What follows belongs to an exercise in optimizing a design on an open flow for small area, a short achievable clock period and few clock cycles per item; a production flow would make more cautious choices. Function was checked by simulation only, so behaviour that the tests miss may differ from the original.

===== flow/run.sh =====
#!/bin/bash
# synth_recipe.tcl (not shown) runs the flow's synth.tcl, then flattens the netlist and writes it again
# the make line also repeats each setting of config.mk as NAME=value (left out here)
make -C /OpenROAD-flow-scripts/flow DESIGN_CONFIG=/design/flow/config.mk WORK_HOME=/design/flow/orfs CLKGATE_MAP_FILE= SYNTH_SCRIPT=/design/flow/synth_recipe.tcl finish

===== flow/config.mk =====
export PLATFORM = sky130hd
export DESIGN_NAME = newton_square_root_top
export DESIGN_NICKNAME = newton_square_root_top
export VERILOG_FILES = /design/flow/design.v
export SDC_FILE = /design/flow/constraint.sdc
export NUM_CORES = 4
export LEC_CHECK = 0
export CAP_MARGIN = 20
export CORE_MARGIN = 2
export CORE_UTILIZATION = 30
export SLEW_MARGIN = 20

===== flow/constraint.sdc =====
create_clock -name core_clock -period 11.0 [get_ports {clock}]
set_input_delay 2.2000 -clock core_clock [delete_from_list [all_inputs] [get_ports {clock}]]
set_output_delay 2.2000 -clock core_clock [all_outputs]
set_load 0.01 [all_outputs]

===== flow/design.v =====
package nsqrt_pkg;
   localparam int unsigned MAX_STEPS = 100;
   localparam int unsigned STEP_W = 7;
   localparam logic [31:0] ONE_Q16 = 32'h0001_0000;
   localparam logic [31:0] NEG_ONE_Q16 = 32'hFFFF_0000;
   localparam logic [31:0] ROOT_MAX = 32'h7FFF_FFFF;
   localparam logic [31:0] TOL_RESET = 32'h0001_0000;
   typedef enum logic [1:0] {
      KIND_NEG,
      KIND_ZERO,
      KIND_ITER
   } kind_type;
   typedef struct packed {
      kind_type    kind;
      logic [31:0] radicand;
   } job_type;
endpackage
module nsqrt_front (
   input  logic                clock,
   input  logic                reset,
   input  logic                req_valid,
   output logic                req_stall,
   input  logic signed [31:0]  req_radicand,
   output logic                job_valid,
   input  logic                job_take,
   output nsqrt_pkg::job_type  job
);
   nsqrt_pkg::job_type    q0_ff, q1_ff;
   logic [1:0] cnt_ff, cnt_in;
   logic       rd_ff, rd_in;
   logic       wr_ptr;
   logic       push, pop;
   nsqrt_pkg::job_type    cls;
   always_comb begin
      cls.radicand = req_radicand;
      if (req_radicand[31]) cls.kind = nsqrt_pkg::KIND_NEG;
      else if (req_radicand == 32'sd0) cls.kind = nsqrt_pkg::KIND_ZERO;
      else cls.kind = nsqrt_pkg::KIND_ITER;
   end
   assign req_stall = (cnt_ff == 2'd2);
   assign push      = req_valid && !req_stall;
   assign job_valid = (cnt_ff != 2'd0);
   assign pop       = job_valid && job_take;
   assign job       = rd_ff ? q1_ff : q0_ff;
   assign wr_ptr    = rd_ff ^ cnt_ff[0];
   assign cnt_in    = cnt_ff + {1'b0, push} - {1'b0, pop};
   assign rd_in     = rd_ff ^ pop;
   always_ff @(posedge clock) begin
      if (reset) begin
         cnt_ff <= 2'd0;
         rd_ff  <= 1'b0;
      end else begin
         cnt_ff <= cnt_in;
         rd_ff  <= rd_in;
      end
      if (push) begin
         if (wr_ptr) q1_ff <= cls;
         else q0_ff <= cls;
      end
   end
endmodule
module nsqrt_back (
   input  logic                clock,
   input  logic                reset,
   input  logic [31:0]         tolerance,
   input  logic                job_valid,
   output logic                job_take,
   input  nsqrt_pkg::job_type  job,
   output logic                rsp_valid,
   input  logic                rsp_stall,
   output logic signed [31:0]  rsp_root,
   output logic [6:0]          rsp_steps_taken,
   output logic                rsp_negative_input
);
   typedef enum logic [2:0] {
      S_IDLE, S_SQ, S_CHK, S_DIV, S_UPD, S_OUT
   } state_type;
   state_type   state_ff;
   logic [31:0] a_ff, x_ff;
   logic [6:0]  n_ff;
   logic [63:0] sq_ff;
   logic [47:0] rem_ff;    
   logic [47:0] quo_ff;
   logic [32:0] part_ff;   
   logic [5:0]  bit_ff;
   logic        neg_ff;
   logic [63:0] aa, err;
   logic [33:0] trial;
   logic [48:0] nx;
   assign aa = {16'd0, a_ff, 16'd0};
   assign err = (sq_ff >= aa) ? sq_ff - aa : aa - sq_ff;
   assign trial = {part_ff, rem_ff[47]} - {2'b00, x_ff};
   assign nx = ({17'd0, x_ff} + {1'b0, quo_ff}) >> 1;
   assign job_take = (state_ff == S_IDLE);
   always_ff @(posedge clock) begin
      if (reset) begin
         state_ff  <= S_IDLE;
         rsp_valid <= 1'b0;
         n_ff      <= '0;
      end else begin
         unique case (state_ff)
            S_IDLE: if (job_valid) begin
               a_ff <= job.radicand;
               n_ff <= '0;
               unique case (job.kind)
                  nsqrt_pkg::KIND_NEG: begin
                     rsp_root <= nsqrt_pkg::NEG_ONE_Q16;
                     rsp_steps_taken <= '0;
                     rsp_negative_input <= 1'b1;
                     rsp_valid <= 1'b1;
                     state_ff <= S_OUT;
                  end
                  nsqrt_pkg::KIND_ZERO: begin
                     rsp_root <= '0;
                     rsp_steps_taken <= '0;
                     rsp_negative_input <= 1'b0;
                     rsp_valid <= 1'b1;
                     state_ff <= S_OUT;
                  end
                  default: begin
                     x_ff <= (job.radicand > nsqrt_pkg::ONE_Q16) ? job.radicand : nsqrt_pkg::ONE_Q16;
                     state_ff <= S_SQ;
                  end
               endcase
            end
            S_SQ: begin
               sq_ff <= {32'd0, x_ff} * {32'd0, x_ff};
               state_ff <= S_CHK;
            end
            S_CHK: begin
               if (err <= {32'd0, tolerance} || n_ff == nsqrt_pkg::MAX_STEPS[6:0]) begin
                  rsp_root <= x_ff;
                  rsp_steps_taken <= n_ff;
                  rsp_negative_input <= 1'b0;
                  rsp_valid <= 1'b1;
                  state_ff <= S_OUT;
               end else begin
                  if (x_ff == 32'd0) x_ff <= 32'd1;
                  rem_ff <= {a_ff, 16'd0};
                  part_ff <= '0;
                  quo_ff <= '0;
                  bit_ff <= 6'd47;
                  state_ff <= S_DIV;
               end
            end
            S_DIV: begin
               if (!trial[33]) begin
                  part_ff <= trial[32:0];
                  quo_ff <= {quo_ff[46:0], 1'b1};
               end else begin
                  part_ff <= {part_ff[31:0], rem_ff[47]};
                  quo_ff <= {quo_ff[46:0], 1'b0};
               end
               rem_ff <= {rem_ff[46:0], 1'b0};
               if (bit_ff == 6'd0) state_ff <= S_UPD;
               else bit_ff <= bit_ff - 6'd1;
            end
            S_UPD: begin
               x_ff <= (nx > {17'd0, nsqrt_pkg::ROOT_MAX}) ? nsqrt_pkg::ROOT_MAX : nx[31:0];
               n_ff <= n_ff + 7'd1;
               state_ff <= S_SQ;
            end
            S_OUT: if (!rsp_stall) begin
               rsp_valid <= 1'b0;
               state_ff <= S_IDLE;
            end
            default: state_ff <= S_IDLE;
         endcase
      end
   end
endmodule
module newton_square_root_top (
   input  logic               clock,
   input  logic               reset,
   input  logic               req_valid,
   output logic               req_stall,
   input  logic signed [31:0] req_radicand,
   output logic               rsp_valid,
   input  logic               rsp_stall,
   output logic signed [31:0] rsp_root,
   output logic [6:0]         rsp_steps_taken,
   output logic               rsp_negative_input,
   input  logic               csr_write_enable,
   input  logic [31:0]        csr_write_data
);
   logic [31:0] tol_ff;
   logic        job_valid, job_take;
   nsqrt_pkg::job_type     job;
   always_ff @(posedge clock) begin
      if (reset) tol_ff <= nsqrt_pkg::TOL_RESET;
      else if (csr_write_enable) tol_ff <= csr_write_data;
   end
   nsqrt_front u_front (
      .clock, .reset, .req_valid, .req_stall, .req_radicand,
      .job_valid, .job_take, .job
   );
   nsqrt_back u_back (
      .clock, .reset, .tolerance(tol_ff), .job_valid, .job_take, .job,
      .rsp_valid, .rsp_stall, .rsp_root, .rsp_steps_taken, .rsp_negative_input
   );
endmodule

==> qor.json <==
{
  "yosys": {
    "ys.warnings.count": 3,
    "synth.yosys.seq_area_share_pct": 21.8,
    "synth_edf_count": 354,
    "count_of_state_elements_after_synthesis": 400,
    "syn-mean-instance-area_um2": 9.50,
    "synthesis.area_um2": 53100,
    "syn-num-nets": 6915,
    "asyncSetResetFlopFracSynth_pct": 0,
    "ys_dominant_reg_cell": "edfxtp_1",
    "syn_inst": 5587,
    "synth_cell_types": 85
  },
  "die": {
    "total_number_of_placement_rows": 154,
    "die-width_um": 425,
    "floorplan.core_area_um2": 176000,
    "initial_core_util_pct": 30.2,
    "floorplan.die_area_um2": 180000,
    "ioPinCount": 111,
    "die_y_um": 425
  },
  "timing": {
    "final_period_minus_worst_setup_slack_ps": 9370,
    "max_slew_violation_count": 0,
    "final_min_period_over_clock_period_pct": 85.1,
    "final-setup-viol-count": 0,
    "grt_setup_unrepaired": "false",
    "timing.fmax_mhz": 107,
    "report.final.hold_viol_count": 0,
    "max_slew_margin_pct": 20.9,
    "finalClockSkew_ps": 54.9,
    "worst_slew_pin_slew_ps": 1180,
    "fin_tns_setup_ps": 0
  },
  "route": {
    "drt-initial-drc-count": 3500,
    "avg_wl_per_cell_um": 21.7,
    "first_pass_iters": 6,
    "route.detailed.vias_per_inst": 5.06,
    "wl_um": 174000,
    "via_count": 40400,
    "antenna_left": 0,
    "detail_route.drc_violations": 0
  },
  "clock_tree": {
    "clock-root-buffer": "clkbuf_16",
    "clk-insertion-delay-late_ps": 680,
    "cts.htree.levels": 2,
    "cts.reportedPaths.clkPinSlew_ps": 70,
    "cts-buffers-inserted": 49,
    "clock_sink_count": 400,
    "cts-hold-fix-buffers": 0,
    "cts.repair.resized": 0,
    "cts_tree": "done",
    "clockBufferDepth": 3,
    "post-cts-setup-buffers": 0
  },
  "grt": {
    "global_route.usage.total_pct": 19.2,
    "maximum_number_of_pins_on_one_net_before_global_route_repair": 64,
    "grt_antenna_before_repair": 4,
    "grt_first_pass_wirelength_um": 263000,
    "grt_pass1_vias": 42200,
    "globalRouteOverflowTotal": 0
  },
  "final_layout": {
    "antenna-diode-count": 0,
    "drive_gt1_share_pct": 4.19,
    "layout.nets": 6945,
    "area_delta_synth_final_pct": 10.5,
    "fillerInstances": 17900,
    "final_core_util_pct": 33.3
  },
  "placed_design": {
    "place_hpwl_um": 135000,
    "gp_congestion": 0.978,
    "io_buffer_count": 110
  },
  "critical_path": {
    "r2r_setup_slack_ps": 1630,
    "worst_setup_path_start_kind": "flop",
    "worst-endpoint-arrival_ps": 9850,
    "worst_setup_path_class": "flop to flop",
    "timing.critical_path.mode_cell": "fa_1",
    "crit-reg2reg-launch": "u_back.x_ff[20]$_DFFE_PP_",
    "r2r.worst_path.cells": 26,
    "crit-reg2reg-capture": "u_back.sq_ff[63]$_DFFE_PP_",
    "critPathRequiredTime_ps": 11480,
    "cp_max_fo": 20,
    "worstSetupEndpointType": "flop",
    "cpPeakStageDelay_ps": 880,
    "crit_slowest_cell": "clkinv_1"
  },
  "flow_run": {
    "max_cap_violations": 0
  },
  "worst_hold_path": {
    "min_delay_path_depth": 2,
    "hold_class": "flop to flop",
    "hold_path_startpoint": "tol_ff[16]$_SDFFE_PP1P_",
    "worst_case_hold_path_end_point": "tol_ff[16]$_SDFFE_PP1P_"
  },
  "status": {
    "status": "finished clean"
  }
}
==> per-stage QoR <==
step / instances / setup WS (ps) / area, µm² / hold slack [ps]
6_report: 7998 / 1630 / 58600 / 495
5_1_grt: 7998 / 1260 / 58600 / 522
4_1_cts: 7998 / 1790 / 58600 / 498
3_5_place_dp: 7906 / 1870 / 57000 / 485
3_3_place_gp: 7905 / 1960 / 57000 / 473
2_1_floorplan: 5587 / 2450 / 53100 / 452
==> state kept, by name, summed over array words and instances (netlist names) <==
register                   cells
u_back.sq_ff                  63
u_back.quo_ff                 48
u_back.rem_ff                 32
u_back.n_ff                    7
u_back.state_ff                3
u_back.rsp_negative_input      1
u_back.x_ff                   32
u_front.q0_ff                 34
u_back.rsp_valid               1
u_back.bit_ff                  6
u_front.q1_ff                 34
u_back.part_ff                33
u_back.rsp_root               32
u_front.rd_ff                  1
u_back.rsp_steps_taken         7
tol_ff                        32
u_back.a_ff                   32
u_front.cnt_ff                 2
==> worst max path at each step <==
stage / start / end / cells past startpoint
4_1_cts: u_back.x_ff[7]$_DFFE_PP_ / u_back.sq_ff[59]$_DFFE_PP_ / 26
3_3_place_gp: u_back.x_ff[4]$_DFFE_PP_ / u_back.sq_ff[59]$_DFFE_PP_ / 28
6_report: u_back.x_ff[20]$_DFFE_PP_ / u_back.sq_ff[63]$_DFFE_PP_ / 26
3_5_place_dp: u_back.x_ff[7]$_DFFE_PP_ / u_back.sq_ff[59]$_DFFE_PP_ / 26
2_1_floorplan: u_back.sq_ff[16]$_DFFE_PP_ / u_back.part_ff[0]$_SDFFCE_PN0P_ / 27
5_1_grt: u_back.x_ff[7]$_DFFE_PP_ / u_back.sq_ff[62]$_DFFE_PP_ / 29
==> kinds of logic (layout without fill, tap and decap cells) <==
family	after synthesis	count (layout)	share of synthesized area, %
multiplexers	76	76	1.45
buffers and inverters	1371	1442	9.78
AND/OR/NAND/NOR	1362	1362	11.7
XOR/XNOR	205	205	3.38
AO/OA/AOI/OAI	914	914	11.0
flip-flops	400	400	21.8
adder cells (fa/ha/maj)	1259	1259	40.9
==> critical path: cells and delay by family, from the launching register on <==
family          cells  cell delay, ps
compound gates      7            1950
simple gates        5            1440
flops               1             350
fa+ha+maj           9            4350
buf+inv             5            1080
==> area by class of cell <==
type	instances	area (µm²)	area share, %
flip-flops and latches	400	11600	19.7
clock buffers	58	1260	2.15
inverters	1143	4290	7.32
repair buffers	207	1840	3.14
clock inverters	34	379	0.647
multi-input cells	3816	36400	62.0
well taps	2340	2930	4.99
==> routing by layer <==
layer / up-vias / wire (µm) / global-route usage, %
met2: 1496 / 83000 / 32.7
met5: - / 47 / 0
met4: 6 / 8860 / 8.07
met1: 20400 / 70200 / 24.3
met3: 395 / 11800 / 2.80
li1: 18200 / - / -
==> placed cells by master (no fill, tap or decap), drive strengths merged, types with 14 or more instances in the layout <==
master,instances
inv,1137
fa,794
ha,465
nor2,462
nand2,426
edfxtp,354
o21ai,251
a21oi,234
xnor2,126
a21o,111
clkdlybuf4s50,108
buf,99
nand3,91
and2,87
xor2,79
mux2i,71
nor3,59
clkbuf,58
nand4,51
dfxtp,46
a31oi,37
o31ai,37
o21a,35
o21bai,33
and3,29
nor2b,29
nor4,28
clkinv,28
a211oi,25
nand2b,21
or3,21
a31o,16
o211ai,16
or2,14
==> Yosys cell counts (all sizes together) (21+ instances only) <==
cell	count	share of area (%)
nor2b	29	0.34
xnor2	126	2.1
o21a	35	0.50
and2	87	1.0
o21ai	251	2.4
nor2	462	3.3
o21bai	33	0.47
a21oi	234	2.2
nand2	426	3.0
and3	29	0.34
edfxtp	354	20
buf	55	0.46
nand3	91	0.86
xor2	79	1.3
inv	1133	8.0
mux2i	71	1.3
clkbuf	173	1.2
nor4	28	0.34
nand2b	21	0.25
dfxtp	46	1.7
nand4	51	0.60
fa	794	30
ha	465	11
or3	21	0.26
nor3	59	0.57
a211oi	25	0.35
o31ai	37	0.52
a31oi	37	0.44
a21o	111	1.6
Testbench counts, summed over its fixed seeds: cycles 915,519, items 640.

what the ideal ports hide:
The results above use ideal ports. As a check the final layout listed here was re-extracted and re-timed, cells and wires unchanged.
Step 1: set_driving_cell puts a clkbuf_16 on clock and a buf_2 on each other input, an assumption about the parent block.
Step 2 adds t to the input delays and takes it off the output delays; t is the mean of the earliest and latest rising clock arrival at the registers after step 1. Input paths then give back, and output paths get back, about the clock's delay inside the block.
Slacks: ideal ports / drivers / drivers and shift; pairs: ideal ports / drivers.
shift t [ns]: 0.730
setup slack, ns: 1.634 / 1.634 / 1.634
pins driven straight from the clock port: 1
After both steps setup and hold are still met in this run. The setup slack of this run moves by 0.000 ns with the drivers and by 0.000 ns with both steps.
